Background: an optimization exercise with open tools, aiming at small area, a short achievable clock period and few clock cycles. Do not read the settings as production practice. Function was checked by simulation only, so behaviour that the tests miss may differ from the original. No activity file was given, so power comes from the tool's default toggle rates.

== branch ember ==
==> flow/design.v <==
`default_nettype none
package hkc_pkg;
  localparam int KEY_W            = 32;
  localparam int VAL_W            = 16;
  localparam int DEF_POOL_ENTRIES = 64;
  typedef enum logic {
    OP_LOOKUP = 1'b0,
    OP_INSERT = 1'b1
  } op_t;
  typedef enum logic [1:0] {
    ST_FOUND     = 2'd0,
    ST_NOT_FOUND = 2'd1,
    ST_INSERTED  = 2'd2,
    ST_FULL      = 2'd3
  } status_t;
  typedef struct packed {
    logic             op;
    logic [KEY_W-1:0] key;
    logic [VAL_W-1:0] value;
  } in_item_t;
  typedef struct packed {
    logic [1:0]       status;
    logic [VAL_W-1:0] found_value;
    logic             from_hot;
  } out_item_t;
endpackage
`default_nettype wire
`default_nettype none
module hkc_ctrl
#(
  parameter int POOL_ENTRIES = hkc_pkg::DEF_POOL_ENTRIES
) (
  input  logic                      clk,
  input  logic                      rst_n,
  input  logic                      start,
  input  logic                      op,
  input  logic                      found,
  input  logic                      hot_hit,
  input  logic [hkc_pkg::VAL_W-1:0] found_val,
  input  logic                      pend_block,
  output logic                      s3_ins,
  output logic                      in_ins,
  output logic                      req_v,
  output logic                      is_insert,
  output logic                      full,
  output logic                      busy,
  output logic                      out_valid,
  output hkc_pkg::out_item_t        out_item
);
  localparam int CNT_W = $clog2(POOL_ENTRIES + 1);
  logic               busy_r;
  logic               s3_v_r;
  logic               s3_op_r;
  logic [CNT_W-1:0]   used_r;
  logic               out_valid_r;
  hkc_pkg::out_item_t out_r;
  logic               out_valid_q;
  hkc_pkg::out_item_t out_q;
  assign s3_ins = s3_v_r && (s3_op_r == hkc_pkg::OP_INSERT);
  assign in_ins = start && !busy_r && (op == hkc_pkg::OP_INSERT);
  always_ff @(posedge clk) begin
    busy_r  <= rst_n & !full & pend_block;
    s3_v_r  <= rst_n & start & !busy_r;
    s3_op_r <= op;
  end
  assign req_v     = s3_v_r;
  assign is_insert = (s3_op_r == hkc_pkg::OP_INSERT);
  assign full      = (used_r == CNT_W'(POOL_ENTRIES));
  always_ff @(posedge clk) begin
    if (!rst_n) begin
      used_r <= '0;
    end else if (s3_v_r && is_insert && !full) begin
      used_r <= used_r + 1'b1;
    end
  end
  always_ff @(posedge clk) begin
    out_valid_r <= rst_n & s3_v_r;
    if (is_insert) begin
      out_r.status      <= full ? hkc_pkg::ST_FULL : hkc_pkg::ST_INSERTED;
      out_r.found_value <= '0;
      out_r.from_hot    <= 1'b0;
    end else begin
      out_r.status      <= found ? hkc_pkg::ST_FOUND : hkc_pkg::ST_NOT_FOUND;
      out_r.found_value <= found_val;
      out_r.from_hot    <= hot_hit;
    end
  end
  always_ff @(posedge clk) begin
    out_valid_q <= rst_n & out_valid_r;
    out_q       <= out_r;
  end
  assign busy      = busy_r;
  assign out_valid = out_valid_q;
  assign out_item  = out_q;
endmodule
`default_nettype wire
`default_nettype none
module hkc_dpath
#(
  parameter int POOL_ENTRIES = hkc_pkg::DEF_POOL_ENTRIES,
  parameter int NUM_WR       = 4
) (
  input  logic                      clk,
  input  logic                      rst_n,
  input  logic [hkc_pkg::KEY_W-1:0] key_in,
  input  logic [hkc_pkg::VAL_W-1:0] value_in,
  input  logic                      req_v,
  input  logic                      is_insert,
  input  logic                      full,
  output logic                      found,
  output logic                      hot_hit,
  output logic [hkc_pkg::VAL_W-1:0] found_val,
  input  logic                      s3_ins,
  input  logic                      in_ins,
  output logic                      pend_block
);
  localparam int SPACING = POOL_ENTRIES / NUM_WR;
  logic [hkc_pkg::KEY_W-1:0] s3_key_r;
  logic [hkc_pkg::VAL_W-1:0] s3_val_r;
  logic [POOL_ENTRIES-1:0]   s3_eq_r;
  logic [POOL_ENTRIES-1:0]   s3_match;
  logic [NUM_WR-1:0]         wrote_r;
  logic                      s3_hot_eq_r;
  logic                      s3_prev_eq_r;
  logic                      prev_new_r;
  logic                      prev_hot_r;
  logic [hkc_pkg::VAL_W-1:0] prev_val_r;
  logic [hkc_pkg::KEY_W-1:0] key_mem [POOL_ENTRIES];
  logic [hkc_pkg::VAL_W-1:0] val_mem [POOL_ENTRIES];
  logic [POOL_ENTRIES-1:0]   valid_r;
  logic [POOL_ENTRIES-1:0]   match;
  logic [NUM_WR-1:0]         wr_first;
  logic [2:0]                free_at;
  logic [hkc_pkg::KEY_W-1:0] wr_key;
  logic [hkc_pkg::VAL_W-1:0] wr_val;
  logic                      wr_valid;
  logic                      pend_v_r;
  logic [hkc_pkg::KEY_W-1:0] pend_key_r;
  logic [hkc_pkg::VAL_W-1:0] pend_val_r;
  logic                      s3_pend_eq_r;
  logic [hkc_pkg::VAL_W-1:0] s3_pend_val_r;
  logic                      hot_valid_r;
  logic [hkc_pkg::KEY_W-1:0] hot_key_r;
  logic                      new_ins;
  logic                      hot_upd;
  logic                      pool_found;
  logic [hkc_pkg::VAL_W-1:0] pool_val;
  always_comb begin
    for (int i = 0; i < POOL_ENTRIES; i++) begin
      match[i] = (key_mem[i] == key_in);
    end
  end
  always_ff @(posedge clk) begin
    s3_key_r     <= key_in;
    s3_val_r     <= value_in;
    s3_eq_r      <= match;
    s3_hot_eq_r  <= hot_valid_r && (hot_key_r == key_in);
    s3_prev_eq_r <= (s3_key_r == key_in);
    s3_pend_eq_r <= pend_v_r && (pend_key_r == key_in);
    s3_pend_val_r <= pend_val_r;
  end
  always_comb begin
    pool_val = '0;
    for (int i = 0; i < POOL_ENTRIES; i++) begin
      s3_match[i] = s3_eq_r[i] && valid_r[(i + 1) % POOL_ENTRIES] &&
                    !((i + 1) % SPACING == 0 && wrote_r[((i + 1) % POOL_ENTRIES) / SPACING]);
      pool_val = pool_val |
                 ({hkc_pkg::VAL_W{s3_match[(i + POOL_ENTRIES - 1) % POOL_ENTRIES]}} & val_mem[i]);
    end
    pool_found = |s3_match;
  end
  assign found     = pool_found || s3_pend_eq_r || (prev_new_r && s3_prev_eq_r);
  assign found_val = pool_val |
                     ({hkc_pkg::VAL_W{s3_pend_eq_r}} & s3_pend_val_r) |
                     ({hkc_pkg::VAL_W{prev_new_r && s3_prev_eq_r}} & prev_val_r);
  assign hot_hit   = prev_hot_r ? s3_prev_eq_r : s3_hot_eq_r;
  assign new_ins = req_v && is_insert && !full && !found;
  assign hot_upd = req_v && !is_insert && found;
  always_comb begin
    logic taken;
    taken   = 1'b0;
    free_at = '0;
    for (int j = 0; j < NUM_WR; j++) begin
      wr_first[j] = !valid_r[(j * SPACING + POOL_ENTRIES - 1) % POOL_ENTRIES] && !taken;
      taken       = taken || wr_first[j];
      for (int k = 0; k < 3; k++) begin
        if (!valid_r[(j * SPACING + POOL_ENTRIES - 1 - k) % POOL_ENTRIES]) free_at[k] = 1'b1;
      end
    end
  end
  assign wr_key   = pend_v_r ? pend_key_r : s3_key_r;
  assign wr_val   = pend_v_r ? pend_val_r : s3_val_r;
  assign wr_valid = pend_v_r || new_ins;
  function automatic logic pend_next(logic pv, logic free, logic ins);
    pend_next = (pv && !free) || (ins && (pv || !free));
  endfunction
  always_comb begin
    logic pv1, pv2;
    pv1        = pend_next(pend_v_r, free_at[0], s3_ins);
    pv2        = pend_next(pv1, free_at[1], in_ins);
    pend_block = pv2 && !free_at[2];
  end
  always_ff @(posedge clk) begin
    wrote_r <= wr_first;
  end
  always_ff @(posedge clk) begin
    if (!rst_n) begin
      pend_v_r <= 1'b0;
    end else begin
      pend_v_r <= pend_next(pend_v_r, free_at[0], new_ins);
    end
    if (!(pend_v_r && !free_at[0])) begin
      pend_key_r <= s3_key_r;
      pend_val_r <= s3_val_r;
    end
  end
  always_ff @(posedge clk) begin
    for (int i = 0; i < POOL_ENTRIES; i++) begin
      if (i % SPACING == 0 && wr_first[i / SPACING]) begin
        key_mem[i] <= wr_key;
        val_mem[i] <= wr_val;
      end else begin
        key_mem[i] <= key_mem[(i + POOL_ENTRIES - 1) % POOL_ENTRIES];
        val_mem[i] <= val_mem[(i + POOL_ENTRIES - 1) % POOL_ENTRIES];
      end
    end
  end
  always_ff @(posedge clk) begin
    for (int i = 0; i < POOL_ENTRIES; i++) begin
      if (!rst_n) begin
        valid_r[i] <= 1'b0;
      end else if (i % SPACING == 0 && wr_first[i / SPACING]) begin
        valid_r[i] <= wr_valid;
      end else begin
        valid_r[i] <= valid_r[(i + POOL_ENTRIES - 1) % POOL_ENTRIES];
      end
    end
  end
  always_ff @(posedge clk) begin
    if (!rst_n) begin
      hot_valid_r <= 1'b0;
      prev_new_r  <= 1'b0;
      prev_hot_r  <= 1'b0;
    end else begin
      if (hot_upd) begin
        hot_valid_r <= 1'b1;
      end
      prev_new_r <= new_ins;
      prev_hot_r <= hot_upd;
    end
  end
  always_ff @(posedge clk) begin
    prev_val_r <= s3_val_r;
    if (hot_upd) begin
      hot_key_r <= s3_key_r;
    end
  end
endmodule
`default_nettype wire
`default_nettype none
module hashed_key_cache_with_hot_entry
#(
  parameter int POOL_ENTRIES = hkc_pkg::DEF_POOL_ENTRIES
) (
  input  logic      clk,
  input  logic      rst_n,
  input  logic      start,
  input  hkc_pkg::in_item_t  in_item,
  output logic      busy,
  output logic      out_valid,
  output hkc_pkg::out_item_t out_item
);
  logic                      req_v;
  logic                      is_insert;
  logic                      found;
  logic                      hot_hit;
  logic                      full;
  logic                      pend_block;
  logic                      s3_ins;
  logic                      in_ins;
  logic [hkc_pkg::VAL_W-1:0] found_val;
  hkc_ctrl #(
    .POOL_ENTRIES (POOL_ENTRIES)
  ) u_ctrl (
    .clk       (clk),
    .rst_n     (rst_n),
    .start     (start),
    .op        (in_item.op),
    .found     (found),
    .hot_hit   (hot_hit),
    .found_val (found_val),
    .req_v     (req_v),
    .is_insert (is_insert),
    .full      (full),
    .pend_block (pend_block),
    .s3_ins    (s3_ins),
    .in_ins    (in_ins),
    .busy      (busy),
    .out_valid (out_valid),
    .out_item  (out_item)
  );
  hkc_dpath #(
    .POOL_ENTRIES (POOL_ENTRIES)
  ) u_dpath (
    .clk       (clk),
    .rst_n     (rst_n),
    .key_in    (in_item.key),
    .value_in  (in_item.value),
    .req_v     (req_v),
    .is_insert (is_insert),
    .full      (full),
    .found     (found),
    .hot_hit   (hot_hit),
    .found_val (found_val),
    .s3_ins    (s3_ins),
    .in_ins    (in_ins),
    .pend_block (pend_block)
  );
endmodule
`default_nettype wire
clock: 8.0 ns
lec_check: 0
cap_margin: 10
core_margin: 2
core_utilization: 40
cts_cluster_diameter: 100
cts_cluster_size: 25
place_density: 0.7
slew_margin: 10
standard.sh (not shown) runs the stock make flow with config.mk's settings and CLKGATE_MAP_FILE= SYNTH_SCRIPT=/design/flow/synth_recipe.tcl, a recipe that flattens the netlist after the stock synthesis.
==> flow/flow/run.sh <==
#!/bin/bash
set -euo pipefail
bash standard.sh finish SETUP_SLACK_MARGIN=5.3 > make_finish.log 2>&1
Testbench counts of branch ember, summed over its fixed seeds: cycles 18,595.
[inputs] branch pepper vs branch ember
-- flow/design.v --
<<< branch ember, line 55
  logic               out_valid_r;
  hkc_pkg::out_item_t out_r;
  logic               out_valid_q;
  hkc_pkg::out_item_t out_q;
  assign s3_ins = s3_v_r && (s3_op_r == hkc_pkg::OP_INSERT);
  assign in_ins = start && !busy_r && (op == hkc_pkg::OP_INSERT);
>>> branch pepper, line 55
  logic               out_valid_r;
  hkc_pkg::out_item_t out_r;
  assign s3_ins = s3_v_r && (s3_op_r == hkc_pkg::OP_INSERT);
  assign in_ins = start && !busy_r && (op == hkc_pkg::OP_INSERT);
<<< branch ember, line 86
    end
  end
  always_ff @(posedge clk) begin
    out_valid_q <= rst_n & out_valid_r;
    out_q       <= out_r;
  end
  assign busy      = busy_r;
  assign out_valid = out_valid_q;
  assign out_item  = out_q;
endmodule
`default_nettype wire
>>> branch pepper, line 84
    end
  end
  assign busy      = busy_r;
  assign out_valid = out_valid_r;
  assign out_item  = out_r;
endmodule
`default_nettype wire
[summary]
- Looking at worst hold margin, branch pepper sits 0.018 ns higher than branch ember does.
- NOTE maximum number of pins on one net before global-route repair branch ember->branch pepper increased by more than 10%
- The combinational power was comparable across branch pepper and branch ember.
- Remaining global-route overflow: branch ember vs branch pepper identical
- branch pepper | stages: all done | timing, DRC, antenna: all pass
- The beginning of the critical path comes out u_ctrl.out_valid_q$_DFF_P_ in one run and u_ctrl.out_r[6]$_SDFF_PP0_ in the other, namely in branch ember and branch pepper respectively.
- The sequential cell count of branch pepper is lower than that of branch ember.
- Delta (branch pepper minus branch ember): netlist area before placement now sits lower; setup slack lower; post-CTS setup-driven buffer insertion count shows an increase of 5; non-clock buffer area fraction after layout held steady.
- Relative to branch ember, layout overhead on the synthesized area has increased by 0.38 points in branch pepper.
- Sort branch pepper and branch ember by shortest clock period the worst path allows after layout asc -> top: branch ember
- Between branch ember and branch pepper, the cell count after synthesis figures differ only marginally.
- Any difference in fraction of the mapped netlist area in simple logic gates between branch ember and branch pepper is small enough to ignore.
Testbench counts of branch pepper, summed over its fixed seeds: cycles 18,563.

## port drivers added, routing unchanged
How much do the figures lean on ideal ports? The routed layouts below were timed once more, with nothing changed but the port constraints. Step 1, drivers: a clkbuf_16 drives clk and a buf_2 each remaining input, both assumed. Step 2 moves the port delays by t, midway between the first and last clock arrival at a register: inputs arrive t later, outputs are due t later. That takes back most of the time a late clock gives input paths. Slacks: ideal / step 1 / step 2; pairs: ideal / step 1.
run | t (ns) | setup slack, ns | worst hold slack (ns) | worst slew at a driven data input, ns | pins driven straight from the clock port
branch ember | 0.918 | 5.044 / 4.956 / 4.395 | 0.331 / 0.331 / 0.331 | 0.15 | 1
branch pepper | 0.936 | 5.014 / 4.918 / 4.369 | 0.350 / 0.350 / 0.350 | 0.09 | 1
After both steps every run listed still meets setup and hold. For branch ember, which loses most, drivers alone change the setup slack by -0.088 ns; drivers and shift together by -0.649 ns.
